From an optimization exercise on the open Yosys and OpenROAD flow, aimed at small area, a short achievable clock period and few clock cycles; shortcuts taken in it are not production practice.
Where RTL was checked, it was by simulation tests only, not by an equivalence proof against the original.
Only the layout flow was run in runs 1 and 2; the RTL was not checked for function there.
Power is estimated from default activity; no workload was simulated.

===== flow/config.mk =====
export PLATFORM = sky130hd
export DESIGN_NAME = mpls_proc
export DESIGN_NICKNAME = mpls_proc
export VERILOG_FILES = /design/flow/design.v
export SDC_FILE = /design/flow/constraint.sdc
export NUM_CORES = 4
export LEC_CHECK = 0
export CAP_MARGIN = 20
export CORE_MARGIN = 2
export CORE_UTILIZATION = 55
export PLACE_DENSITY = 0.7
export SETUP_SLACK_MARGIN = 2.7
export SLEW_MARGIN = 20

===== flow/constraint.sdc =====
create_clock -name core_clock -period 5.0 [get_ports {clk}]
set_input_delay 1.0000 -clock core_clock [delete_from_list [all_inputs] [get_ports {clk}]]
set_output_delay 1.0000 -clock core_clock [all_outputs]
set_load 0.01 [all_outputs]

===== flow/design.v =====
`default_nettype none
`default_nettype wire
`default_nettype none
package mpls_pkg;
   typedef struct packed {
      logic [8-1:0] ctrl;
      logic [64-1:0] data;
   } pkt_word_t;
   typedef struct packed {
      logic       unicast;    
      logic [7:0] dst_port;   
   } route_t;
   typedef struct packed {
      logic [3:0]  cmd;
      logic [19:0] swap_label;
      logic [2:0]  out_port;
   } mpls_cmd_t;
   function automatic mpls_cmd_t decode_cmd(input logic [72-1:0] word);
      decode_cmd = {word[71:68], word[49:30], word[60:58]};   
   endfunction
endpackage
`default_nettype wire
`timescale 1ns/1ps
`default_nettype none
module mpls_proc (
   input  logic                   clk,
   input  logic                   reset,
   input  logic [8+64-1:0]  in_word,     
   input  logic                   in_wr,
   output logic                   in_rdy,
   output logic [8+64-1:0]  out_word,    
   output logic                   out_wr,
   input  logic                   out_rdy,
   input  logic [48-1:0]      bram_dst_mac,
   input  logic [72-1:0] mplsword,
   input  logic                   unicast_out,
   input  logic [7:0]             ttl_stat_out
);
   localparam int DEPTH = 29;           
   logic [63:0]    q [0:DEPTH];         
   logic [DEPTH:0] oh;                  
   logic           hv;                  
   logic           owr;
   logic           frd;                 
   logic           rdy_q;
   logic           end_in;              
   logic [7:0]     endc;
   logic [63:0]    out_d;
   logic [7:0]     out_c;
   logic [7:0]     in_ctrl;
   logic           in_end;
   logic           fempty;
   logic           hfree;
   logic           fwr;
   logic           hv_n;
   logic           owr_n;
   logic [DEPTH:0] oh_n;
   logic           last_rd;
   logic           head_end;
   assign in_ctrl  = in_word[71:64];
   assign in_end   = (in_ctrl != 8'h00) && (in_ctrl != 8'hff);
   assign fempty   = oh[0];
   assign hfree    = !hv || owr;
   assign fwr      = in_wr && !(hfree && fempty);
   assign hv_n     = hfree ? (!fempty || in_wr) : 1'b1;
   assign owr_n    = out_rdy && hv_n;
   assign last_rd  = end_in && oh[1];
   assign head_end = fempty ? in_end : last_rd;
   always_comb begin
      oh_n = oh;
      if (fwr && !frd) oh_n = {oh[DEPTH-1:0], 1'b0};
      if (!fwr && frd) oh_n = {1'b0, oh[DEPTH:1]};
   end
   assign q[DEPTH] = '0;
   for (genvar i = 0; i < DEPTH; i++) begin : g_q
      logic ld, sh, hd;
      assign ld = frd ? oh[i+1] : oh[i];
      assign sh = frd && !ld;
      assign hd = !frd && !ld;
      always_ff @(posedge clk) begin
         q[i] <= ({64{sh}} & q[i+1]) | ({64{ld}} & ~in_word[63:0]) | ({64{hd}} & q[i]);
      end
   end
   always_ff @(posedge clk) begin
      if (reset) begin
         oh      <= (DEPTH+1)'(1);
         hv      <= 1'b0;
         owr     <= 1'b0;
         frd     <= 1'b0;
         rdy_q   <= 1'b1;
         end_in  <= 1'b0;
      end else begin
         oh     <= oh_n;
         hv     <= hv_n;
         owr    <= owr_n;
         frd    <= (!hv_n || owr_n) && !oh_n[0];
         rdy_q  <= !(hv_n && oh_n[DEPTH]);
         if (fwr && in_end) end_in <= 1'b1;
         else if (frd && last_rd) end_in <= 1'b0;
      end
   end
   always_ff @(posedge clk) begin
      if (fwr && in_end) endc <= in_ctrl;
   end
   logic [3:0]  ridx;                   
   logic        past3;                  
   logic        uni_q;                  
   logic        mpls_q;                 
   logic        cpu;
   logic        swp;
   logic        mpls_now;
   logic [63:0] src;
   logic [63:0] ed;
   assign src      = fempty ? in_word[63:0] : ~q[0];    
   assign cpu      = !unicast_out || (ttl_stat_out <= 8'd1);
   assign swp      = (mplsword[71:68] == 4'd1);
   assign mpls_now = (src[31:16] == 16'h8847);
   always_comb begin
      ed = src;
      if (ridx[0]) begin
         if (cpu) ed[55:48] = 8'h01 << (src[18:16] + 3'd1);
         else     ed[55:48] = 8'h01 << mplsword[60:58];
      end
      if (uni_q && ridx[1]) begin
         ed[63:16] = bram_dst_mac;
      end
      if (uni_q && ridx[2] && mpls_now && swp) begin
         ed[15:0] = mplsword[49:34];
      end
      if (uni_q && ridx[3] && !past3 && mpls_q) begin
         if (swp) ed[63:60] = mplsword[33:30];
         ed[55:48] = src[55:48] - 8'd1;
      end
   end
   always_ff @(posedge clk) begin
      if (reset) begin
         ridx  <= 4'b0001;
         past3 <= 1'b0;
      end else if (hfree && hv_n) begin
         if (head_end) begin
            ridx  <= 4'b0001;
            past3 <= 1'b0;
         end else if (ridx[3]) begin
            past3 <= 1'b1;
         end else begin
            ridx  <= {ridx[2:0], 1'b0};
         end
      end
   end
   always_ff @(posedge clk) begin
      if (hfree && hv_n && ridx[0]) uni_q  <= !cpu;
      if (hfree && hv_n && ridx[2]) mpls_q <= mpls_now;
   end
   always_ff @(posedge clk) begin
      if (hfree) begin
         out_d <= ed;
         if (fempty)       out_c <= in_ctrl;
         else if (ridx[0]) out_c <= 8'hff;
         else              out_c <= last_rd ? endc : 8'h00;
      end
   end
   assign out_word = {out_c, out_d};
   assign out_wr   = owr;
   assign in_rdy   = rdy_q;
endmodule
`default_nettype wire

===== flow/run.sh =====
#!/bin/bash
# synth_recipe.tcl (not shown) runs the flow's synth.tcl, then flattens the netlist and writes it again
# the make line also repeats each setting of config.mk as NAME=value (left out here)
make -C /OpenROAD-flow-scripts/flow DESIGN_CONFIG=/design/flow/config.mk WORK_HOME=/design/flow/orfs CLKGATE_MAP_FILE= SYNTH_SCRIPT=/design/flow/synth_recipe.tcl finish

==> results of run 1 <==
layout by cell type, fill, tap and decap left out, types with 8 or more instances in the layout:
master / n
sky130_fd_sc_hd__dfxtp_1: 1892
sky130_fd_sc_hd__o21ai_0: 1832
sky130_fd_sc_hd__a22oi_1: 1728
sky130_fd_sc_hd__clkbuf_16: 198
sky130_fd_sc_hd__a21oi_1: 177
sky130_fd_sc_hd__nand2_1: 143
sky130_fd_sc_hd__nor2_1: 109
sky130_fd_sc_hd__clkdlybuf4s50_1: 107
sky130_fd_sc_hd__buf_2: 94
sky130_fd_sc_hd__buf_4: 91
sky130_fd_sc_hd__or2_4: 88
sky130_fd_sc_hd__edfxtp_1: 82
sky130_fd_sc_hd__o22ai_1: 61
sky130_fd_sc_hd__clkbuf_1: 59
sky130_fd_sc_hd__nor2_4: 55
sky130_fd_sc_hd__clkbuf_8: 49
sky130_fd_sc_hd__buf_12: 40
sky130_fd_sc_hd__nand3b_1: 29
sky130_fd_sc_hd__buf_6: 25
sky130_fd_sc_hd__clkinv_2: 21
sky130_fd_sc_hd__a21oi_2: 20
sky130_fd_sc_hd__mux2_2: 17
sky130_fd_sc_hd__dlygate4sd2_1: 15
sky130_fd_sc_hd__nand2b_1: 9
sky130_fd_sc_hd__nor3_1: 9
sky130_fd_sc_hd__buf_8: 9
sky130_fd_sc_hd__bufinv_16: 8
final cells by class:
class / instances / area (µm²)
diodes: 4 / 10.0
repair buffers: 395 / 3830
clock inverters: 38 / 433
clock buffers: 305 / 5830
fillers: 9997 / 45500
flip-flops and latches: 1978 / 40400
multi-input cells: 4408 / 27900
well taps: 1650 / 2060
inverters: 14 / 80.1
layer usage:
layer	GRT usage, %	part of all wire (%)
met4	11.7	3.7
met2	53.2	49
met1	37.0	42
met5	0	0
met3	3.83	5.4
path summary, 6_finish.rpt:
path	to	slack, ps	depth (start not counted)
hold / removal	end_in	450	2
setup reg to reg	out_d[7]	2580	8
hold reg to reg	end_in	450	2
setup / recovery	out_d[7]	2580	8
kinds of logic (layout without fill, tap and decap cells):
group / Yosys count / after routing / synth area share (%)
DFF: 1978 / 1978 / 57.7
muxes: 25 / 25 / 0.391
xor gates and xnor gates: 6 / 6 / 0.0750
buffers and inverters: 863 / 752 / 4.65
adders and majority gates: 4 / 4 / 0.0715
and+or+nand+nor: 432 / 500 / 2.85
other: 0 / 4 / 0
AOI/OAI and AO/OA: 3873 / 3873 / 34.3
timing repair:
item,CTS,global route
pin swaps,31,19
gates resized for setup,528,93
gates cloned,67,5
setup buffers,31,15
endpoints found under the setup margin,1998,741
state kept, by name, summed over array words and instances (netlist names):
signal / flops
ridx: 4
end_in: 1
out_c: 8
out_d: 64
mpls_q: 1
uni_q: 1
owr: 1
endc: 8
q: 1856
frd: 1
rdy_q: 1
past3: 1
oh: 30
hv: 1
Yosys cell counts, types with 5 or more instances:
cell | count | area share, %
sky130_fd_sc_hd__mux2_2 | 19 | 0.31
sky130_fd_sc_hd__mux2i_1 | 6 | 0.086
sky130_fd_sc_hd__buf_2 | 8 | 0.057
sky130_fd_sc_hd__o22ai_1 | 61 | 0.54
sky130_fd_sc_hd__dfxtp_1 | 1896 | 54
sky130_fd_sc_hd__xnor2_1 | 5 | 0.063
sky130_fd_sc_hd__clkbuf_1 | 831 | 4.5
sky130_fd_sc_hd__a21oi_1 | 199 | 1.4
sky130_fd_sc_hd__nor2_1 | 165 | 0.88
sky130_fd_sc_hd__edfxtp_1 | 82 | 3.5
sky130_fd_sc_hd__nor2b_1 | 6 | 0.054
sky130_fd_sc_hd__nand2b_1 | 11 | 0.098
sky130_fd_sc_hd__o21ai_0 | 1838 | 13
sky130_fd_sc_hd__nand2_1 | 147 | 0.79
sky130_fd_sc_hd__inv_1 | 13 | 0.070
sky130_fd_sc_hd__o211ai_1 | 7 | 0.075
sky130_fd_sc_hd__nand3b_1 | 29 | 0.31
sky130_fd_sc_hd__buf_1 | 9 | 0.048
sky130_fd_sc_hd__or2_2 | 28 | 0.25
sky130_fd_sc_hd__nand3_1 | 6 | 0.043
sky130_fd_sc_hd__a22oi_1 | 1729 | 19
sky130_fd_sc_hd__a31oi_1 | 5 | 0.045
sky130_fd_sc_hd__nor3_1 | 11 | 0.079
power breakdown:
part	switching, mW	total (mW)	leakage, nW	internal (mW)
combinational	6.08	12.1	10.3	6.05
sequential	4.43	28.3	16.8	23.8
clock	5.97	14.3	3.09	8.35
worst max-delay path: stages, from the launching register on:
cell	delay [ps]
sky130_fd_sc_hd__dfxtp_4	440
sky130_fd_sc_hd__buf_12	170
sky130_fd_sc_hd__and4bb_2	260
sky130_fd_sc_hd__nand3_4	120
sky130_fd_sc_hd__a211oi_4	300
sky130_fd_sc_hd__buf_12	160
sky130_fd_sc_hd__nand4_4	160
sky130_fd_sc_hd__buf_12	210
sky130_fd_sc_hd__mux2_4	300
==> impl_metrics.prom, run 1 <==
# TYPE chip_impl_metric gauge
chip_impl_metric{name="ctsHtreeMaxLevel",unit=""} 4
chip_impl_metric{name="chipWidth",unit="µm"} 361
chip_impl_metric{name="layoutNonFillerInstCount",unit=""} 8792
chip_impl_metric{name="report.final.setup_viol",unit=""} 0
chip_impl_metric{name="power.ir.vdd_worst",unit="V"} 0.000304
chip_impl_metric{name="maxSlewHeadroom",unit="%"} 26.7
chip_impl_metric{name="yosysUniqueCellTypes",unit=""} 67
chip_impl_metric{name="number_of_antenna_violations_at_the_first_check_in_global_routing",unit=""} 14
chip_impl_metric{name="cellPowerDensity",unit="nW/µm²"} 679
chip_impl_metric{name="place.detailed.hpwl",unit="µm"} 113000
chip_impl_info{name="rsz0062_at_grt",value="yes"} 1
chip_impl_metric{name="gr-usage-all-layers",unit="%"} 30.0
chip_impl_metric{name="syn-num-nets",unit=""} 7390
chip_impl_metric{name="design.core.area",unit="µm²"} 126000
chip_impl_metric{name="synthesis.instances",unit=""} 7181
chip_impl_metric{name="placementRows",unit=""} 130
chip_impl_metric{name="maxSlewViolCount",unit=""} 0
chip_impl_metric{name="timing.fmax",unit="MHz"} 413
chip_impl_metric{name="worst_pin_slew",unit="ps"} 1100
chip_impl_metric{name="grt.overflow.total",unit=""} 0
chip_impl_metric{name="nNetsFinal",unit=""} 7193
chip_impl_metric{name="chipHeight",unit="µm"} 361
chip_impl_metric{name="design.portCount",unit=""} 279
chip_impl_metric{name="grt_pass1_wl",unit="µm"} 315000
chip_impl_info{name="critical_path.startpoint_type",value="flip-flop"} 1
chip_impl_metric{name="post_synth_instance_area",unit="µm²"} 70000
chip_impl_metric{name="sequential_to_total_area_share_from_yosys_stat",unit="%"} 57.7
chip_impl_info{name="rr_startpoint",value="oh[0]"} 1
chip_impl_metric{name="clock_tree.buffer_depth",unit=""} 3
chip_impl_metric{name="placed_area",unit="µm²"} 72700
chip_impl_metric{name="worstPathMaxFanout",unit=""} 8
chip_impl_info{name="worst_hold_path_type",value="flip-flop to flip-flop"} 1
chip_impl_metric{name="critPathRequiredTime",unit="ps"} 5540
chip_impl_metric{name="synth-edff-count",unit=""} 82
chip_impl_metric{name="vias_per_cell",unit=""} 6.51
chip_impl_info{name="tritoncts_clock_tree",value="yes"} 1
chip_impl_metric{name="via_count_of_the_first_global_routing_pass",unit=""} 53000
chip_impl_metric{name="port_buffers",unit=""} 232
chip_impl_metric{name="routed_wire_length_per_instance",unit="µm"} 23.4
chip_impl_metric{name="cts_buffers",unit=""} 187
chip_impl_metric{name="fin_crit_sh",unit="%"} 48.4
chip_impl_info{name="crit_path_start",value="oh[0]"} 1
chip_impl_metric{name="finalWorstSetupSlack",unit="ps"} 2580
chip_impl_info{name="class_of_the_most_critical_setup_path",value="flip-flop to flip-flop"} 1
chip_impl_metric{name="design.die.area",unit="µm²"} 130000
chip_impl_metric{name="route.vias.total",unit=""} 57300
chip_impl_metric{name="fin_worst_hold_slack",unit="ps"} 452
chip_impl_metric{name="yosysWarningCount",unit=""} 2
chip_impl_metric{name="drt_drc_violations_left",unit=""} 0
chip_impl_metric{name="cap_violations",unit=""} 0
chip_impl_metric{name="drive_above_1_share",unit="%"} 11.3
chip_impl_info{name="synthFlopType",value="sky130_fd_sc_hd__dfxtp_1"} 1
chip_impl_metric{name="cts.sink_count",unit=""} 1978
chip_impl_info{name="clock-root-buffer",value="sky130_fd_sc_hd__clkbuf_16"} 1
chip_impl_metric{name="synth_seq_cells",unit=""} 1978
chip_impl_metric{name="detail_route.first_pass.iterations",unit=""} 6
chip_impl_metric{name="synth_async_sr_flop_share",unit="%"} 0
chip_impl_metric{name="crit_arrival",unit="ps"} 2960
chip_impl_metric{name="final_non_filler_cell_area",unit="µm²"} 80600
chip_impl_metric{name="drt_wl_total",unit="µm"} 205000
chip_impl_metric{name="clock-skew-final",unit="ps"} 21.3
chip_impl_metric{name="area_delta_synth_final",unit="%"} 15.0
chip_impl_metric{name="hold_viol",unit=""} 0
chip_impl_info{name="outcome",value="complete, no violations"} 1
chip_impl_info{name="timing.hold.worst.start",value="end_in"} 1
chip_impl_metric{name="final_period_minus_worst_setup_slack",unit="ps"} 2420
chip_impl_metric{name="initial_utilization",unit="%"} 55.6
chip_impl_metric{name="p_leak",unit="nW"} 30.1
chip_impl_metric{name="clkTransAtPathRegs",unit="ps"} 60
chip_impl_metric{name="drt_first_iter_violations",unit=""} 5706
chip_impl_metric{name="gp_routability_congestion",unit=""} 0.867
chip_impl_metric{name="final_antenna_net_count",unit=""} 0
chip_impl_metric{name="cts_hold_buf",unit=""} 0
chip_impl_metric{name="insertion_delay_of_the_later_clocked_pin_in_the_worst_skew_pair",unit="ps"} 810
chip_impl_metric{name="worst_setup_slack_after_placement",unit="ps"} 940
chip_impl_metric{name="grt_max_degree",unit=""} 75
chip_impl_metric{name="postSynthAreaPerCell",unit="µm²"} 9.75
chip_impl_metric{name="final_core_area_utilization",unit="%"} 63.9
chip_impl_metric{name="report.power.total",unit="mW"} 54.7
chip_impl_metric{name="dpl.cell_count",unit=""} 8326
chip_impl_metric{name="fin_setup_tns",unit="ps"} 0
chip_impl_info{name="worst_setup_path_end_kind",value="flip-flop"} 1
==> run 2, diff against run 1 <==
--- a/flow/config.mk
+++ b/flow/config.mk
@@ -9,4 +9,4 @@
 export CORE_MARGIN = 2
-export CORE_UTILIZATION = 55
-export PLACE_DENSITY = 0.7
+export CORE_UTILIZATION = 65
+export PLACE_DENSITY = 0.78
 export SETUP_SLACK_MARGIN = 2.7
==> run 2 against run 1 <==
  * First-iteration DRC count increased by 8.8%
  * Die area decreased by 15%
  * Final cell count decreased by 3.7%
  * Sequential power about the same
  * Total power decreased by 0.96%
  * Register-to-register slack improved by 70 ps
  * Non-clock buffer count decreased by 13
  * Combinational power about the same
  * Count of clock-buffer cells in the layout decreased by 18
  * Synthesized cell count unchanged
==> impl_metrics.prom, run 2 <==
# TYPE chip_impl_metric gauge
chip_impl_metric{name="final_non_filler_cell_area",unit="µm²"} 79300
chip_impl_metric{name="final_core_area_utilization",unit="%"} 74.2
chip_impl_metric{name="vias_per_cell",unit=""} 6.79
chip_impl_metric{name="cap_violations",unit=""} 0
chip_impl_info{name="largest_register",value="q"} 1
chip_impl_metric{name="number_of_antenna_violations_at_the_first_check_in_global_routing",unit=""} 14
chip_impl_metric{name="routed_wire_length_per_instance",unit="µm"} 23.0
chip_impl_metric{name="area_delta_synth_final",unit="%"} 13.2
chip_impl_metric{name="sequential_to_total_area_share_from_yosys_stat",unit="%"} 57.7
chip_impl_metric{name="grt_max_degree",unit=""} 75
chip_impl_metric{name="syn-num-nets",unit=""} 7390
chip_impl_metric{name="cts.sink_count",unit=""} 1978
chip_impl_metric{name="multi_input_area",unit="µm²"} 27400
chip_impl_info{name="final_common_cell",value="sky130_fd_sc_hd__dfxtp_1"} 1
chip_impl_metric{name="crit_buf_inv",unit=""} 1
chip_impl_info{name="ys_top_cells_by_count",value="sky130_fd_sc_hd__dfxtp_1, sky130_fd_sc_hd__o21ai_0, sky130_fd_sc_hd__a22oi_1"} 1
chip_impl_metric{name="placed_area",unit="µm²"} 72400
chip_impl_metric{name="clkTransAtPathRegs",unit="ps"} 60
chip_impl_metric{name="cellPowerDensity",unit="nW/µm²"} 683
chip_impl_metric{name="place.detailed.hpwl",unit="µm"} 112000
chip_impl_info{name="synth.area.top_cells",value="sky130_fd_sc_hd__dfxtp_1, sky130_fd_sc_hd__a22oi_1, sky130_fd_sc_hd__o21ai_0"} 1
chip_impl_info{name="outcome",value="complete, no violations"} 1
chip_impl_info{name="worst_hold_path_type",value="flip-flop to flip-flop"} 1
chip_impl_metric{name="clock-skew-final",unit="ps"} 16.5
chip_impl_info{name="top_regs",value="q (1856), out_d (64), oh (30)"} 1
chip_impl_metric{name="final_period_minus_worst_setup_slack",unit="ps"} 2630
chip_impl_metric{name="synth-edff-count",unit=""} 82
chip_impl_metric{name="gp_routability_congestion",unit=""} 0.876
chip_impl_metric{name="fillerInstances",unit=""} 7314
chip_impl_info{name="synth.most_common_cell",value="sky130_fd_sc_hd__dfxtp_1"} 1
chip_impl_metric{name="yosysUniqueCellTypes",unit=""} 67
chip_impl_info{name="synth.largest_area_cell",value="sky130_fd_sc_hd__dfxtp_1"} 1
chip_impl_metric{name="yosysWarningCount",unit=""} 2
chip_impl_metric{name="worstPathMaxFanout",unit=""} 1
chip_impl_info{name="mostFrequentLayoutCells",value="sky130_fd_sc_hd__dfxtp_1, sky130_fd_sc_hd__o21ai_0, sky130_fd_sc_hd__a22oi_1"} 1
chip_impl_metric{name="crit_arrival",unit="ps"} 1630
chip_impl_metric{name="power.share.combinational",unit="%"} 22.0
chip_impl_metric{name="maxSlewViolCount",unit=""} 0
chip_impl_metric{name="synth_seq_cells",unit=""} 1978
chip_impl_info{name="timing.critical_path.cells",value="buf_2"} 1
chip_impl_metric{name="worst_pin_slew",unit="ps"} 1090
chip_impl_metric{name="hold_viol",unit=""} 0
chip_impl_metric{name="power.switching_fraction",unit="%"} 30.2
chip_impl_metric{name="switchingPower",unit="mW"} 16.4
chip_impl_metric{name="grt_pass1_wl",unit="µm"} 303000
chip_impl_metric{name="ctsHtreeMaxLevel",unit=""} 4
chip_impl_metric{name="drt_drc_violations_left",unit=""} 0
chip_impl_info{name="tritoncts_clock_tree",value="yes"} 1
chip_impl_metric{name="insertion_delay_of_the_later_clocked_pin_in_the_worst_skew_pair",unit="ps"} 800
chip_impl_metric{name="p_leak",unit="nW"} 29.8
chip_impl_metric{name="gr-usage-all-layers",unit="%"} 33.4
chip_impl_metric{name="final_antenna_net_count",unit=""} 0
chip_impl_metric{name="route.vias.total",unit=""} 57500
chip_impl_metric{name="via_count_of_the_first_global_routing_pass",unit=""} 54300
chip_impl_metric{name="max_reg_flops",unit=""} 1856
chip_impl_metric{name="power.ir.vdd_worst",unit="V"} 0.000341
chip_impl_info{name="rsz0062_at_grt",value="yes"} 1
chip_impl_metric{name="critPathRequiredTime",unit="ps"} 4000
chip_impl_metric{name="initial_utilization",unit="%"} 65.5
chip_impl_metric{name="grt.overflow.total",unit=""} 0
chip_impl_metric{name="timing.fmax",unit="MHz"} 381
chip_impl_info{name="cpMaxStageDelayCell",value="sky130_fd_sc_hd__edfxtp_1"} 1
chip_impl_metric{name="drive_above_1_share",unit="%"} 10.4
chip_impl_metric{name="post_synth_instance_area",unit="µm²"} 70000
chip_impl_info{name="synthFlopType",value="sky130_fd_sc_hd__dfxtp_1"} 1
chip_impl_info{name="clock-root-buffer",value="sky130_fd_sc_hd__clkbuf_16"} 1
chip_impl_info{name="critical_path.startpoint_type",value="flip-flop"} 1
chip_impl_info{name="worst_setup_path_end_kind",value="output pin"} 1
chip_impl_metric{name="clock_tree.buffer_depth",unit=""} 3
chip_impl_metric{name="chipHeight",unit="µm"} 332
chip_impl_metric{name="detail_route.first_pass.iterations",unit=""} 7
chip_impl_metric{name="nNetsFinal",unit=""} 7132
chip_impl_metric{name="drt_first_iter_violations",unit=""} 6206
chip_impl_metric{name="drt_wl_total",unit="µm"} 195000
chip_impl_metric{name="maxSlewHeadroom",unit="%"} 26.9
chip_impl_metric{name="placementRows",unit=""} 120
chip_impl_metric{name="cts_hold_buf",unit=""} 0
chip_impl_metric{name="report.final.setup_viol",unit=""} 0
chip_impl_metric{name="design.core.area",unit="µm²"} 107000
chip_impl_metric{name="chipWidth",unit="µm"} 332
chip_impl_metric{name="port_buffers",unit=""} 232
chip_impl_metric{name="design.die.area",unit="µm²"} 110000
chip_impl_metric{name="synth_async_sr_flop_share",unit="%"} 0
chip_impl_metric{name="fin_setup_tns",unit="ps"} 0
chip_impl_metric{name="power_frac_seq",unit="%"} 52.3
chip_impl_metric{name="seqCellArea",unit="µm²"} 40400
chip_impl_metric{name="power.internal",unit="mW"} 37.8
chip_impl_metric{name="postSynthAreaPerCell",unit="µm²"} 9.75
chip_impl_metric{name="share_clk_of_total_power",unit="%"} 25.7
chip_impl_metric{name="cts_buffers",unit=""} 186
chip_impl_metric{name="fin_crit_sh",unit="%"} 52.6
chip_impl_info{name="crit_family",value="flip-flops"} 1
chip_impl_metric{name="synth_top_area_share",unit="%"} 54.2
chip_impl_metric{name="critical-path-max-stage-delay",unit="ps"} 620
chip_impl_metric{name="synthesis.instances",unit=""} 7181
chip_impl_metric{name="design.portCount",unit=""} 279
chip_impl_info{name="class_of_the_most_critical_setup_path",value="flip-flop to output pin"} 1
-- run 2: area by class of cell --
cell class	count	share of cell area, %
inverter	14	0.0773
tap	1403	2.21
sequential	1978	51.0
multi-input combinational	4361	34.5
antenna	10	0.0315
clock inverter	36	0.543
clock buffer	287	7.05
timing repair buffer	382	4.60
-- run 2: metal layers --
layer / share of wire [%] / track usage, %
met4: 3.5 / 14.2
met3: 7.9 / 5.29
met5: 0 / 0
met2: 48 / 56.3
met1: 41 / 42.7
-- run 2: kinds of logic after synthesis --
logic type	synth area share, %
AOI/OAI and AO/OA	34.3
xor gates and xnor gates	0.0750
buffers and inverters	4.65
adders and majority gates	0.0715
and+or+nand+nor	2.85
muxes	0.391
DFF	57.7
-- run 2: power groups by stage --
stage | Clock, mW | Sequential (mW) | Combinational, mW
after global placement | 0 | 28.0 | 10.6
final | 13.9 | 28.3 | 11.9
after CTS | 14.0 | 28.1 | 11.7
after global routing | 14.6 | 29.1 | 13.6
after floorplan | 0 | 27.0 | 9.23
after detailed placement | 0 | 28.5 | 11.4
-- run 2: worst paths after layout --
check / startpoint / endpoint / slack [ps] / cells after the start
max: out_d[14] / out_word[14] / 2370 / 1
min reg2reg: q[28][52] / q[28][52] / 450 / 2
min: q[28][52] / q[28][52] / 450 / 2
max reg2reg: oh[0] / out_d[9] / 2650 / 8
-- run 2: stage by stage --
step | total power [mW] | setup WS (ps) | cells | hold slack (ps)
6_report | 54.2 | 2370 | 8471 | 455
5_1_grt | 57.3 | 2390 | 8469 | 475
4_1_cts | 53.9 | 2390 | 8441 | 456
3_5_place_dp | 39.9 | 883 | 8076 | 443
3_3_place_gp | 38.6 | 1010 | 8076 | 435
2_1_floorplan | 36.3 | 2280 | 7181 | 426
-- run 2: timing repair --
action                                  in CTS  in global routing
endpoints found under the setup margin    1798                872
setup buffers                               19                 14
gates cloned                                23                  6
pin swaps                                   28                 19
gates resized for setup                    458                 75
==> run 3, diff against run 2 <==
--- a/flow/design.v
+++ b/flow/design.v
@@ -44,2 +44,4 @@
    logic           frd;                 
+   logic           ld_o;                
+   logic           hold_o;              
    logic           rdy_q;
@@ -89,2 +91,4 @@
          frd     <= 1'b0;
+         ld_o    <= 1'b1;
+         hold_o  <= 1'b0;
          rdy_q   <= 1'b1;
@@ -96,2 +100,4 @@
          frd    <= (!hv_n || owr_n) && !oh_n[0];
+         ld_o   <= !hv_n || owr_n;
+         hold_o <= hv_n && !owr_n;
          rdy_q  <= !(hv_n && oh_n[DEPTH]);
@@ -116,3 +122,3 @@
    assign swp      = (mplsword[71:68] == 4'd1);
-   assign mpls_now = (src[31:16] == 16'h8847);
+   assign mpls_now = fempty ? (in_word[31:16] == 16'h8847) : (q[0][31:16] == ~16'h8847);
    always_comb begin
@@ -153,9 +159,7 @@
    end
+   logic [7:0] nxt_c;
+   assign nxt_c = fempty ? in_ctrl : (ridx[0] ? 8'hff : (last_rd ? endc : 8'h00));
    always_ff @(posedge clk) begin
-      if (hfree) begin
-         out_d <= ed;
-         if (fempty)       out_c <= in_ctrl;
-         else if (ridx[0]) out_c <= 8'hff;
-         else              out_c <= last_rd ? endc : 8'h00;
-      end
+      out_d <= ({64{ld_o}} & ed) | ({64{hold_o}} & out_d);
+      out_c <= ({8{ld_o}} & nxt_c) | ({8{hold_o}} & out_c);
    end
--- a/flow/config.mk
+++ b/flow/config.mk
@@ -9,5 +9,7 @@
 export CORE_MARGIN = 2
-export CORE_UTILIZATION = 65
-export PLACE_DENSITY = 0.78
-export SETUP_SLACK_MARGIN = 2.7
+export CORE_UTILIZATION = 55
+export CTS_CLUSTER_DIAMETER = 100
+export CTS_CLUSTER_SIZE = 25
+export PLACE_DENSITY = 0.7
+export SETUP_SLACK_MARGIN = 2.6
 export SLEW_MARGIN = 20
==> run 3 against run 2 <==
  * Non-clock buffer count is 2 higher
  * Global-route usage fell by 9.0 points
  * Sequential power decreased by 1%
  * Clock power decreased by 42%
  * Final cell count rose by 2.7%
  * Fmax rose by 9.0%
  * Sequential share of layout area is 1.5 points higher
  * Register-to-register slack gained 50 ps
  * Final area decreased by 4.4%
  * Critical endpoint is now out_d[51]
==> impl_metrics.prom, run 3 <==
# TYPE chip_impl_metric gauge
chip_impl_info{name="outcome",value="complete, no violations"} 1
chip_impl_metric{name="fin_setup_tns",unit="ps"} 0
chip_impl_metric{name="port_buffers",unit=""} 232
chip_impl_metric{name="yosysUniqueCellTypes",unit=""} 71
chip_impl_metric{name="syn-num-nets",unit=""} 7623
chip_impl_metric{name="design.core.area",unit="µm²"} 127000
chip_impl_metric{name="ctsHtreeMaxLevel",unit=""} 3
chip_impl_metric{name="fin_crit_sh",unit="%"} 48.2
chip_impl_metric{name="cts_buffers",unit=""} 89
chip_impl_info{name="synth.most_common_cell",value="sky130_fd_sc_hd__dfxtp_1"} 1
chip_impl_metric{name="final_period_minus_worst_setup_slack",unit="ps"} 2410
chip_impl_info{name="clock-root-buffer",value="sky130_fd_sc_hd__clkbuf_16"} 1
chip_impl_metric{name="fillerInstances",unit=""} 10600
chip_impl_metric{name="synth_top_area_share",unit="%"} 55.9
chip_impl_metric{name="worstPathMaxFanout",unit=""} 4
chip_impl_metric{name="synth_async_sr_flop_share",unit="%"} 0
chip_impl_metric{name="clock_tree.buffer_depth",unit=""} 3
chip_impl_metric{name="final_antenna_net_count",unit=""} 0
chip_impl_metric{name="cellPowerDensity",unit="nW/µm²"} 626
chip_impl_metric{name="layoutNonFillerInstCount",unit=""} 8698
chip_impl_metric{name="p_leak",unit="nW"} 28.0
chip_impl_metric{name="cts.sink_count",unit=""} 1980
chip_impl_metric{name="postSynthAreaPerCell",unit="µm²"} 9.51
chip_impl_metric{name="grt_max_degree",unit=""} 84
chip_impl_metric{name="gr-usage-all-layers",unit="%"} 24.4
chip_impl_metric{name="vias_per_cell",unit=""} 6.22
chip_impl_metric{name="place.detailed.hpwl",unit="µm"} 110000
chip_impl_metric{name="timing.fmax",unit="MHz"} 415
chip_impl_info{name="tritoncts_clock_tree",value="yes"} 1
chip_impl_metric{name="area_delta_synth_final",unit="%"} 7.51
chip_impl_metric{name="chipHeight",unit="µm"} 362
chip_impl_metric{name="power.ir.vdd_worst",unit="V"} 0.000316
chip_impl_metric{name="regToRegSetupSlack",unit="ps"} 2700
chip_impl_info{name="synthFlopType",value="sky130_fd_sc_hd__dfxtp_1"} 1
chip_impl_metric{name="design.die.area",unit="µm²"} 131000
chip_impl_info{name="top_regs",value="q (1856), out_d (64), oh (30)"} 1
chip_impl_metric{name="sequential_to_total_area_share_from_yosys_stat",unit="%"} 56.3
chip_impl_info{name="final_common_cell",value="sky130_fd_sc_hd__dfxtp_1"} 1
chip_impl_info{name="rsz0062_at_grt",value="yes"} 1
chip_impl_metric{name="crit_arrival",unit="ps"} 3050
chip_impl_metric{name="detail_route.first_pass.iterations",unit=""} 8
chip_impl_metric{name="number_of_antenna_violations_at_the_first_check_in_global_routing",unit=""} 4
chip_impl_metric{name="report.final.setup_viol",unit=""} 0
chip_impl_metric{name="yosysWarningCount",unit=""} 2
chip_impl_info{name="ys_top_cells_by_count",value="sky130_fd_sc_hd__dfxtp_1, sky130_fd_sc_hd__o21ai_0, sky130_fd_sc_hd__a22oi_1"} 1
chip_impl_metric{name="design.portCount",unit=""} 279
chip_impl_metric{name="drive_above_1_share",unit="%"} 5.77
chip_impl_metric{name="placementRows",unit=""} 131
chip_impl_metric{name="gp_routability_congestion",unit=""} 0.814
chip_impl_info{name="critical_path.startpoint_type",value="input pin"} 1
chip_impl_metric{name="clkTransAtPathRegs",unit="ps"} 100
chip_impl_metric{name="cap_violations",unit=""} 0
chip_impl_metric{name="maxSlewViolCount",unit=""} 0
chip_impl_metric{name="route.vias.total",unit=""} 54100
chip_impl_metric{name="routed_wire_length_per_instance",unit="µm"} 19.1
chip_impl_info{name="worst_hold_path_type",value="flip-flop to flip-flop"} 1
chip_impl_metric{name="maxSlewHeadroom",unit="%"} 26.9
chip_impl_metric{name="grt.overflow.total",unit=""} 0
chip_impl_metric{name="hold_viol",unit=""} 0
chip_impl_metric{name="synth_seq_cells",unit=""} 1980
chip_impl_metric{name="via_count_of_the_first_global_routing_pass",unit=""} 50200
chip_impl_metric{name="grt_pass1_wl",unit="µm"} 274000
chip_impl_metric{name="critPathRequiredTime",unit="ps"} 5640
chip_impl_info{name="class_of_the_most_critical_setup_path",value="input pin to flip-flop"} 1
chip_impl_metric{name="nNetsFinal",unit=""} 7233
chip_impl_info{name="mostFrequentLayoutCells",value="sky130_fd_sc_hd__dfxtp_1, sky130_fd_sc_hd__o21ai_0, sky130_fd_sc_hd__a22oi_1"} 1
chip_impl_metric{name="drt_wl_total",unit="µm"} 166000
chip_impl_metric{name="cts_hold_buf",unit=""} 0
chip_impl_metric{name="max_reg_flops",unit=""} 1856
chip_impl_metric{name="clock-skew-final",unit="ps"} 19.3
chip_impl_info{name="synth.area.top_cells",value="sky130_fd_sc_hd__dfxtp_1, sky130_fd_sc_hd__a22oi_1, sky130_fd_sc_hd__o21ai_0"} 1
chip_impl_metric{name="post_synth_instance_area",unit="µm²"} 70500
chip_impl_info{name="worst_setup_path_end_kind",value="flip-flop"} 1
chip_impl_metric{name="insertion_delay_of_the_later_clocked_pin_in_the_worst_skew_pair",unit="ps"} 710
chip_impl_metric{name="initial_utilization",unit="%"} 55.4
chip_impl_info{name="largest_register",value="q"} 1
chip_impl_metric{name="worst_pin_slew",unit="ps"} 1090
chip_impl_metric{name="synth-edff-count",unit=""} 10
chip_impl_metric{name="synthesis.instances",unit=""} 7414
chip_impl_info{name="synth.largest_area_cell",value="sky130_fd_sc_hd__dfxtp_1"} 1
chip_impl_metric{name="drt_first_iter_violations",unit=""} 4328
chip_impl_metric{name="chipWidth",unit="µm"} 362
chip_impl_metric{name="dpl.cell_count",unit=""} 8570
chip_impl_metric{name="fin_worst_hold_slack",unit="ps"} 456
chip_impl_metric{name="drt_drc_violations_left",unit=""} 0
[run 3: logic make-up after synthesis]
logic type	share of synthesized area, %
AO/OA/AOI/OAI	34.4
buffers and inverters	4.76
XOR/XNOR	0.0745
flip-flops	56.3
AND/OR/NAND/NOR	3.70
adder cells (fa/ha/maj)	0.0710
multiplexers	0.642
[run 3: worst paths after layout]
check	startpoint	endpoint	depth (start not counted)
worst max-delay path	ttl_stat_out[5]	out_d[51]	8
worst min-delay path	out_d[63]	out_d[63]	2
worst max register to register	frd	q[27][11]	5
worst min register to register	out_d[63]	out_d[63]	2
[run 3: power breakdown]
| part | total (mW) | internal, mW | switching [mW] |
|---|---|---|---|
| clock network | 8.03 | 3.25 | 4.79 |
| registers | 27.9 | 23.7 | 4.27 |
| logic | 11.5 | 5.94 | 5.53 |
| total | 47.4 | 32.9 | 14.6 |
[run 3: final cells by class]
type	count	area [µm²]	area share (%)
diodes	2	5.00	0.00660
clock buffers	93	2240	2.96
clock inverters	8	96.3	0.127
inverters	12	60.1	0.0792
multi-input cells	4557	28100	37.0
flip-flops and latches	1980	39800	52.4
well taps	1662	2080	2.74
repair buffers	384	3510	4.63
[run 3: what timing repair did]
action                                   CTS  global route
setup buffers                              9             7
pin swaps                                  7             6
gates cloned                               7             1
resized for setup                        151            55
endpoints found under the setup margin  1768           296
[run 3: metal layers]
metal	part of all wire [%]	up-vias	wire length, µm	GRT usage [%]
met5	0.0078	-	13	0
li1	-	26800	-	-
met1	46	26000	76800	32.4
met3	4.4	185	7240	2.78
met4	2.4	2	3940	6.76
met2	47	1120	78400	42.2
[run 3: worst max-delay path, cell delays in order]
cell and delay (ps):
sky130_fd_sc_hd__clkdlybuf4s50_1 400, sky130_fd_sc_hd__or4_4 520, sky130_fd_sc_hd__o21ai_4 250, sky130_fd_sc_hd__inv_4 80, sky130_fd_sc_hd__o31ai_4 340, sky130_fd_sc_hd__buf_4 190, sky130_fd_sc_hd__a31oi_1 100, sky130_fd_sc_hd__o21ai_1 160
[run 3: stage by stage]
step                power [mW]  cell area [µm²]  utilization, %  setup slack (ps)
finish                    47.4            75800            59.5              2590
global route              50.9            75800            59.5              2550
CTS                       47.6            75700            59.4              2600
detailed placement        39.7            73100            57.4              1300
global placement          38.6            73100            57.4              1380
floorplan                 36.3            70500               -              2460
Testbench counts of run 3, summed over its fixed seeds: cycles 27,614.
==> run 4, diff against run 3 <==
--- a/flow/config.mk
+++ b/flow/config.mk
@@ -13,3 +13,3 @@
 export PLACE_DENSITY = 0.7
-export SETUP_SLACK_MARGIN = 2.6
+export SETUP_SLACK_MARGIN = 3.0
 export SLEW_MARGIN = 20
==> run 4 against run 3 <==
  * Fmax up 7.5%
  * Critical path depth down 7
  * Count of clock-buffer cells in the layout down 1
  * Final cell count up 1.8%
  * Final area up 4.4%
  * Critical endpoint is now out_word[32]
==> impl_metrics.prom, run 4 <==
# TYPE chip_impl_metric gauge
chip_impl_info{name="synth.most_common_cell",value="sky130_fd_sc_hd__dfxtp_1"} 1
chip_impl_metric{name="worst_pin_slew",unit="ps"} 1110
chip_impl_info{name="rr_startpoint",value="frd"} 1
chip_impl_metric{name="syn-num-nets",unit=""} 7623
chip_impl_metric{name="grt.overflow.total",unit=""} 0
chip_impl_metric{name="fin_setup_tns",unit="ps"} 0
chip_impl_metric{name="initial_utilization",unit="%"} 55.4
chip_impl_info{name="outcome",value="complete, no violations"} 1
chip_impl_info{name="synthFlopType",value="sky130_fd_sc_hd__dfxtp_1"} 1
chip_impl_info{name="min_delay_worst_endpoint",value="q[28][7]"} 1
chip_impl_metric{name="cts.sink_count",unit=""} 1980
chip_impl_metric{name="area_delta_synth_final",unit="%"} 12.3
chip_impl_info{name="top_regs",value="q (1856), out_d (64), oh (30)"} 1
chip_impl_metric{name="synthesis.instances",unit=""} 7414
chip_impl_metric{name="insertion_delay_of_the_later_clocked_pin_in_the_worst_skew_pair",unit="ps"} 710
chip_impl_info{name="worst_setup_path_end_kind",value="output pin"} 1
chip_impl_metric{name="drt_wl_total",unit="µm"} 183000
chip_impl_metric{name="max_reg_flops",unit=""} 1856
chip_impl_info{name="clock-root-buffer",value="sky130_fd_sc_hd__clkbuf_16"} 1
chip_impl_info{name="final_common_cell",value="sky130_fd_sc_hd__dfxtp_1"} 1
chip_impl_metric{name="post_synth_instance_area",unit="µm²"} 70500
chip_impl_metric{name="crit_buf_inv",unit=""} 1
chip_impl_metric{name="drive_above_1_share",unit="%"} 10.8
chip_impl_info{name="ys_top_cells_by_count",value="sky130_fd_sc_hd__dfxtp_1, sky130_fd_sc_hd__o21ai_0, sky130_fd_sc_hd__a22oi_1"} 1
chip_impl_metric{name="fin_worst_hold_slack",unit="ps"} 459
chip_impl_metric{name="cellPowerDensity",unit="nW/µm²"} 612
chip_impl_metric{name="sequential_to_total_area_share_from_yosys_stat",unit="%"} 56.3
chip_impl_metric{name="report.final.setup_viol",unit=""} 0
chip_impl_metric{name="length_in_cells_of_the_worst_reg_to_reg_path",unit=""} 7
chip_impl_metric{name="ctsHtreeMaxLevel",unit=""} 3
chip_impl_metric{name="gp_routability_congestion",unit=""} 0.818
chip_impl_metric{name="design.die.area",unit="µm²"} 131000
chip_impl_metric{name="hold_viol",unit=""} 0
chip_impl_metric{name="p_leak",unit="nW"} 29.7
chip_impl_metric{name="cts_hold_buf",unit=""} 0
chip_impl_metric{name="clock_tree.buffer_depth",unit=""} 3
chip_impl_info{name="mostFrequentLayoutCells",value="sky130_fd_sc_hd__dfxtp_1, sky130_fd_sc_hd__o21ai_0, sky130_fd_sc_hd__a22oi_1"} 1
chip_impl_metric{name="detailroute.wirelength.met3",unit="µm"} 10200
chip_impl_metric{name="critical-path-max-stage-delay",unit="ps"} 410
chip_impl_metric{name="synth_seq_cells",unit=""} 1980
chip_impl_metric{name="drt-met1-wl",unit="µm"} 82000
chip_impl_metric{name="gr-usage-all-layers",unit="%"} 25.9
chip_impl_metric{name="grt_pass1_wl",unit="µm"} 283000
chip_impl_info{name="capture_instance_of_the_worst_register_to_register_path",value="q[20][51]"} 1
chip_impl_metric{name="drt_drc_violations_left",unit=""} 0
chip_impl_metric{name="crit_arrival",unit="ps"} 1240
chip_impl_metric{name="clkTransAtPathRegs",unit="ps"} 100
chip_impl_info{name="synth.largest_area_cell",value="sky130_fd_sc_hd__dfxtp_1"} 1
chip_impl_info{name="timing.hold.worst.start",value="q[28][7]"} 1
chip_impl_metric{name="place.detailed.hpwl",unit="µm"} 108000
chip_impl_metric{name="chipWidth",unit="µm"} 362
chip_impl_metric{name="worst_setup_slack_after_placement",unit="ps"} 1510
chip_impl_metric{name="synth-edff-count",unit=""} 10
chip_impl_metric{name="timing.fmax",unit="MHz"} 446
chip_impl_info{name="timing.critical_path.cells",value="buf_6"} 1
chip_impl_metric{name="final_period_minus_worst_setup_slack",unit="ps"} 2240
chip_impl_metric{name="nNetsFinal",unit=""} 7388
chip_impl_metric{name="final_antenna_net_count",unit=""} 0
chip_impl_metric{name="final_core_area_utilization",unit="%"} 62.2
chip_impl_metric{name="maxSlewHeadroom",unit="%"} 26.2
chip_impl_metric{name="synth_top_area_share",unit="%"} 55.9
chip_impl_info{name="critical_path.startpoint_type",value="flip-flop"} 1
chip_impl_metric{name="cap_violations",unit=""} 0
chip_impl_metric{name="postSynthAreaPerCell",unit="µm²"} 9.51
chip_impl_metric{name="placementRows",unit=""} 131
chip_impl_metric{name="via_count_of_the_first_global_routing_pass",unit=""} 50300
chip_impl_info{name="tritoncts_clock_tree",value="yes"} 1
chip_impl_metric{name="finalWorstSetupSlack",unit="ps"} 2760
chip_impl_metric{name="drt_first_iter_violations",unit=""} 5098
chip_impl_metric{name="yosysWarningCount",unit=""} 2
chip_impl_metric{name="critPathRequiredTime",unit="ps"} 4000
chip_impl_info{name="synth.area.top_cells",value="sky130_fd_sc_hd__dfxtp_1, sky130_fd_sc_hd__a22oi_1, sky130_fd_sc_hd__o21ai_0"} 1
chip_impl_metric{name="power.ir.vdd_worst",unit="V"} 0.000312
chip_impl_metric{name="fin_crit_sh",unit="%"} 44.8
chip_impl_metric{name="clock-skew-final",unit="ps"} 35.7
chip_impl_metric{name="maxSlewViolCount",unit=""} 0
chip_impl_metric{name="critical_path_depth",unit=""} 1
chip_impl_metric{name="number_of_antenna_violations_at_the_first_check_in_global_routing",unit=""} 14
chip_impl_metric{name="routed_wire_length_per_instance",unit="µm"} 20.7
chip_impl_metric{name="design.portCount",unit=""} 279
chip_impl_metric{name="vias_per_cell",unit=""} 6.29
chip_impl_metric{name="yosysUniqueCellTypes",unit=""} 71
chip_impl_metric{name="chipHeight",unit="µm"} 362
chip_impl_metric{name="port_buffers",unit=""} 232
chip_impl_info{name="cpMaxStageDelayCell",value="sky130_fd_sc_hd__dfxtp_4"} 1
chip_impl_metric{name="synth_async_sr_flop_share",unit="%"} 0
chip_impl_info{name="crit_family",value="flip-flops"} 1
chip_impl_metric{name="grt_max_degree",unit=""} 84
chip_impl_info{name="largest_register",value="q"} 1
chip_impl_metric{name="worstPathMaxFanout",unit=""} 2
chip_impl_info{name="worst_hold_path_type",value="flip-flop to flip-flop"} 1
chip_impl_info{name="rsz0062_at_grt",value="yes"} 1
chip_impl_metric{name="route.vias.total",unit=""} 55700
chip_impl_metric{name="detail_route_met2_wl",unit="µm"} 86200
chip_impl_metric{name="detail_route.first_pass.iterations",unit=""} 6
chip_impl_metric{name="regToRegSetupSlack",unit="ps"} 2910
chip_impl_info{name="class_of_the_most_critical_setup_path",value="flip-flop to output pin"} 1
chip_impl_metric{name="worst_hold_path.num_cells",unit=""} 2
chip_impl_metric{name="cts_buffers",unit=""} 89
chip_impl_info{name="top_layer",value="met5"} 1
chip_impl_metric{name="design.core.area",unit="µm²"} 127000
==> run 4: logic make-up after synthesis <==
| family | share of synthesized area, % |
|---|---|
| XOR/XNOR | 0.0745 |
| buffers and inverters | 4.76 |
| AO/OA/AOI/OAI | 34.4 |
| adder cells (fa/ha/maj) | 0.0710 |
| flip-flops | 56.3 |
| AND/OR/NAND/NOR | 3.70 |
| multiplexers | 0.642 |
==> run 4: worst max path at each step <==
stage                         start            to
CTS                       out_d[32]  out_word[32]
floorplan           ttl_stat_out[6]     out_d[53]
global placement        in_word[16]     out_d[53]
detailed placement              frd      q[2][62]
finish                    out_d[32]  out_word[32]
global route              out_d[32]  out_word[32]
==> run 4: power breakdown <==
group          switching [mW]  leakage [nW]  internal (mW)  total [mW]
clock network            4.79          1.15           3.24        8.04
registers                4.33          16.7           23.7        28.0
logic                    5.87          11.9           6.56        12.4
total                    15.0          29.7           33.5        48.5
==> run 4: timing repair <==
item	in CTS	in global routing
pin swaps	35	51
setup endpoints to repair	2027	901
gates resized for setup	822	165
cloned	48	16
setup buffers	63	58
endpoints found under the hold margin	0	0
==> run 4: layout make-up <==
class / count / area (µm²)
clock buffer: 92 / 2240
inverter: 12 / 86.3
tap: 1662 / 2080
timing repair inverter: 2 / 20.0
timing repair buffer: 515 / 6170
antenna: 5 / 12.5
sequential: 1980 / 39900
clock inverter: 8 / 96.3
multi-input combinational: 4579 / 28600
fill: 10100 / 48200
==> run 4: per-layer routing <==
| layer | up-vias | global-route usage, % |
|---|---|---|
| li1 | 27200 | - |
| met5 | - | 0 |
| met3 | 237 | 3.30 |
| met4 | 6 | 7.89 |
| met2 | 1633 | 43.2 |
| met1 | 26700 | 35.0 |
==> run 4: stage by stage <==
stage,std cells,instance area (µm²),power (mW)
floorplan,7414,70700,36.3
global placement,8565,73200,38.5
detailed placement,8565,73200,39.6
CTS,8776,78000,48.2
global route,8853,79200,51.8
finish,8855,79200,48.5
==> run 5, diff against run 4 <==
--- a/flow/config.mk
+++ b/flow/config.mk
@@ -13,3 +13,3 @@
 export PLACE_DENSITY = 0.7
-export SETUP_SLACK_MARGIN = 3.0
+export SETUP_SLACK_MARGIN = 2.85
 export SLEW_MARGIN = 20
==> run 5 against run 4 <==
  * Core utilization fell by 1.2 points
  * Area after synthesis did not move
  * Via count fell by 0.84%
  * Critical endpoint unchanged
  * Largest cell class unchanged
  * Largest power group unchanged
==> impl_metrics.prom, run 5 <==
# TYPE chip_impl_metric gauge
chip_impl_info{name="outcome",value="complete, no violations"} 1
chip_impl_metric{name="insertion_delay_of_the_later_clocked_pin_in_the_worst_skew_pair",unit="ps"} 710
chip_impl_metric{name="placementRows",unit=""} 131
chip_impl_metric{name="syn-num-nets",unit=""} 7623
chip_impl_metric{name="crit_arrival",unit="ps"} 1250
chip_impl_info{name="ys_top_cells_by_count",value="sky130_fd_sc_hd__dfxtp_1, sky130_fd_sc_hd__o21ai_0, sky130_fd_sc_hd__a22oi_1"} 1
chip_impl_metric{name="cap_violations",unit=""} 0
chip_impl_metric{name="design.core.area",unit="µm²"} 127000
chip_impl_metric{name="synth_top_area_share",unit="%"} 55.9
chip_impl_metric{name="maxSlewHeadroom",unit="%"} 30.8
chip_impl_metric{name="cts_buffers",unit=""} 89
chip_impl_metric{name="ctsHtreeMaxLevel",unit=""} 3
chip_impl_metric{name="cts.sink_count",unit=""} 1980
chip_impl_metric{name="place.detailed.hpwl",unit="µm"} 111000
chip_impl_metric{name="chipHeight",unit="µm"} 362
chip_impl_metric{name="final_non_filler_cell_area",unit="µm²"} 77700
chip_impl_metric{name="post_synth_instance_area",unit="µm²"} 70500
chip_impl_metric{name="initial_utilization",unit="%"} 55.4
chip_impl_info{name="crit_family",value="flip-flops"} 1
chip_impl_metric{name="area_delta_synth_final",unit="%"} 10.1
chip_impl_metric{name="synth_seq_cells",unit=""} 1980
chip_impl_metric{name="design.portCount",unit=""} 279
chip_impl_metric{name="fin_crit_sh",unit="%"} 44.9
chip_impl_metric{name="final_period_minus_worst_setup_slack",unit="ps"} 2250
chip_impl_metric{name="cts_hold_buf",unit=""} 0
chip_impl_metric{name="chipWidth",unit="µm"} 362
chip_impl_metric{name="sequential_to_total_area_share_from_yosys_stat",unit="%"} 56.3
chip_impl_metric{name="worstPathMaxFanout",unit=""} 2
chip_impl_metric{name="detail_route.first_pass.iterations",unit=""} 6
chip_impl_info{name="synth.most_common_cell",value="sky130_fd_sc_hd__dfxtp_1"} 1
chip_impl_metric{name="max_reg_flops",unit=""} 1856
chip_impl_metric{name="gr-usage-all-layers",unit="%"} 25.4
chip_impl_metric{name="worst_pin_slew",unit="ps"} 1040
chip_impl_metric{name="fillerInstances",unit=""} 10400
chip_impl_metric{name="grt_pass1_wl",unit="µm"} 282000
chip_impl_metric{name="timing.fmax",unit="MHz"} 445
chip_impl_metric{name="synthesis.instances",unit=""} 7414
chip_impl_metric{name="seqCellArea",unit="µm²"} 39800
chip_impl_metric{name="clock-skew-final",unit="ps"} 38.8
chip_impl_metric{name="synth_async_sr_flop_share",unit="%"} 0
chip_impl_info{name="synth.largest_area_cell",value="sky130_fd_sc_hd__dfxtp_1"} 1
chip_impl_metric{name="design.die.area",unit="µm²"} 131000
chip_impl_metric{name="p_leak",unit="nW"} 29.0
chip_impl_metric{name="critPathRequiredTime",unit="ps"} 4000
chip_impl_metric{name="drt_wl_total",unit="µm"} 176000
chip_impl_metric{name="crit_buf_inv",unit=""} 1
chip_impl_info{name="final_common_cell",value="sky130_fd_sc_hd__dfxtp_1"} 1
chip_impl_metric{name="grt.overflow.total",unit=""} 0
chip_impl_info{name="cpMaxStageDelayCell",value="sky130_fd_sc_hd__dfxtp_4"} 1
chip_impl_metric{name="port_buffers",unit=""} 232
chip_impl_metric{name="yosysWarningCount",unit=""} 2
chip_impl_metric{name="yosysUniqueCellTypes",unit=""} 71
chip_impl_metric{name="maxSlewViolCount",unit=""} 0
chip_impl_info{name="worst_hold_path_type",value="flip-flop to flip-flop"} 1
chip_impl_metric{name="report.final.setup_viol",unit=""} 0
chip_impl_info{name="mostFrequentLayoutCells",value="sky130_fd_sc_hd__dfxtp_1, sky130_fd_sc_hd__o21ai_0, sky130_fd_sc_hd__a22oi_1"} 1
chip_impl_metric{name="drt_drc_violations_left",unit=""} 0
chip_impl_info{name="timing.critical_path.cells",value="buf_6"} 1
chip_impl_metric{name="number_of_antenna_violations_at_the_first_check_in_global_routing",unit=""} 6
chip_impl_metric{name="nNetsFinal",unit=""} 7304
chip_impl_metric{name="hold_viol",unit=""} 0
chip_impl_info{name="top_regs",value="q (1856), out_d (64), oh (30)"} 1
chip_impl_info{name="critical_path.startpoint_type",value="flip-flop"} 1
chip_impl_metric{name="multi_input_area",unit="µm²"} 28400
chip_impl_info{name="rsz0062_at_grt",value="yes"} 1
chip_impl_metric{name="routed_wire_length_per_instance",unit="µm"} 20.0
chip_impl_metric{name="drt_first_iter_violations",unit=""} 4692
chip_impl_metric{name="clock_tree.buffer_depth",unit=""} 3
chip_impl_info{name="clock-root-buffer",value="sky130_fd_sc_hd__clkbuf_16"} 1
chip_impl_metric{name="power.ir.vdd_worst",unit="V"} 0.000284
chip_impl_metric{name="critical-path-max-stage-delay",unit="ps"} 420
chip_impl_metric{name="postSynthAreaPerCell",unit="µm²"} 9.51
chip_impl_metric{name="placed_area",unit="µm²"} 73200
chip_impl_info{name="tritoncts_clock_tree",value="yes"} 1
chip_impl_metric{name="gp_routability_congestion",unit=""} 0.840
chip_impl_metric{name="grt_max_degree",unit=""} 98
chip_impl_metric{name="cellPowerDensity",unit="nW/µm²"} 619
chip_impl_info{name="synthFlopType",value="sky130_fd_sc_hd__dfxtp_1"} 1
chip_impl_metric{name="synth-edff-count",unit=""} 10
chip_impl_metric{name="final_antenna_net_count",unit=""} 0
chip_impl_info{name="worst_setup_path_end_kind",value="output pin"} 1
chip_impl_metric{name="clkTransAtPathRegs",unit="ps"} 100
chip_impl_metric{name="via_count_of_the_first_global_routing_pass",unit=""} 51600
chip_impl_metric{name="fin_setup_tns",unit="ps"} 0
chip_impl_info{name="largest_register",value="q"} 1
chip_impl_info{name="class_of_the_most_critical_setup_path",value="flip-flop to output pin"} 1
chip_impl_metric{name="drive_above_1_share",unit="%"} 9.42
chip_impl_metric{name="vias_per_cell",unit=""} 6.30
chip_impl_info{name="synth.area.top_cells",value="sky130_fd_sc_hd__dfxtp_1, sky130_fd_sc_hd__a22oi_1, sky130_fd_sc_hd__o21ai_0"} 1
chip_impl_metric{name="route.vias.total",unit=""} 55300
[run 5: timing repair]
action	in CTS	in global routing
resized for setup	645	132
buffers inserted	36	25
pin swaps	18	21
endpoints found under the setup margin	1882	1090
cloned	21	8
[run 5: worst paths after layout]
check	start	to	slack, ps	cells past startpoint
worst min register to register	q[28][53]	q[28][53]	460	2
worst min-delay path	q[28][53]	q[28][53]	460	2
worst max-delay path	out_d[32]	out_word[32]	2750	1
worst max register to register	oh[0]	out_d[53]	2890	9
[run 5: cells by family after synthesis]
kind of cell | after synthesis | synth area share, %
AO/OA/AOI/OAI | 3909 | 34.4
flip-flops | 1980 | 56.3
buffers and inverters | 884 | 4.76
AND/OR/NAND/NOR | 586 | 3.70
multiplexers | 45 | 0.642
XOR/XNOR | 6 | 0.0745
adder cells (fa/ha/maj) | 4 | 0.0710
[run 5: area by class of cell]
cell class / instances / area share (%)
multi-input cells: 4558 / 36.5
clock buffers: 95 / 2.95
repair inverters: 2 / 0.0290
repair buffers: 452 / 6.34
flip-flops and latches: 1980 / 51.3
inverters: 12 / 0.105
well taps: 1662 / 2.68
clock inverters: 6 / 0.0660
diodes: 8 / 0.0258
[run 5: power by group]
part	internal (mW)	total [mW]	switching, mW
combinational	6.26	11.9	5.69
sequential	23.7	28.1	4.35
clock	3.30	8.07	4.78
total	33.3	48.1	14.8
[run 5: routing by layer]
| layer | vias up | share of wire (%) | global-route usage, % | wire, µm |
|---|---|---|---|---|
| met5 | - | 0 | 0 | 0 |
| li1 | 27000 | - | - | - |
| met4 | 0 | 1.8 | 6.17 | 3180 |
| met2 | 1385 | 47 | 43.7 | 82000 |
| met1 | 26800 | 47 | 34.2 | 81800 |
| met3 | 179 | 5.0 | 2.55 | 8840 |
[run 5: per-stage QoR]
| step | hold WS (ps) | power (mW) | utilization [%] | std cells | setup slack [ps] |
|---|---|---|---|---|---|
| CTS | 466 | 48.0 | 60.5 | 8733 | 2700 |
| global placement | 430 | 38.6 | 57.5 | 8575 | 1350 |
| finish | 461 | 48.1 | 61.0 | 8775 | 2750 |
| detailed placement | 443 | 39.8 | 57.5 | 8575 | 1340 |
| global route | 475 | 51.4 | 61.0 | 8772 | 2720 |
| floorplan | 426 | 36.3 | - | 7414 | 2460 |

[afterwards: timing with drivers on the ports]
In the flow no input, the clock included, has a driving cell. The finished layouts below were timed again as built, in two steps. Step 1, drivers: a clkbuf_16 drives clk and a buf_2 each remaining input, both assumed. Step 2, shift: input delay + t, output delay - t, t = (earliest + latest rising clock arrival at the registers) / 2. This alone moves slack from input paths to output paths. Three values: ideal ports, drivers, drivers and shift; two values: the first two.
run	shift t [ns]	slack for setup (ns)	worst setup path after step 2	slew at the worst register clock pin (ns)
run 1	0.870	2.578 / 2.518 / 1.768	input to register	0.07 / 0.07
run 2	0.857	2.372 / 2.300 / 1.833	input to register	0.07 / 0.07
run 3	0.769	2.589 / 2.589 / 1.865	input to register	0.10 / 0.10
run 4	0.769	2.758 / 2.686 / 2.216	input to register	0.11 / 0.11
run 5	0.774	2.753 / 2.671 / 2.121	input to register	0.10 / 0.10
After both steps setup and hold are still met in every run listed. For run 1, which loses most, drivers alone change the setup slack by -0.060 ns; drivers and shift together by -0.810 ns.
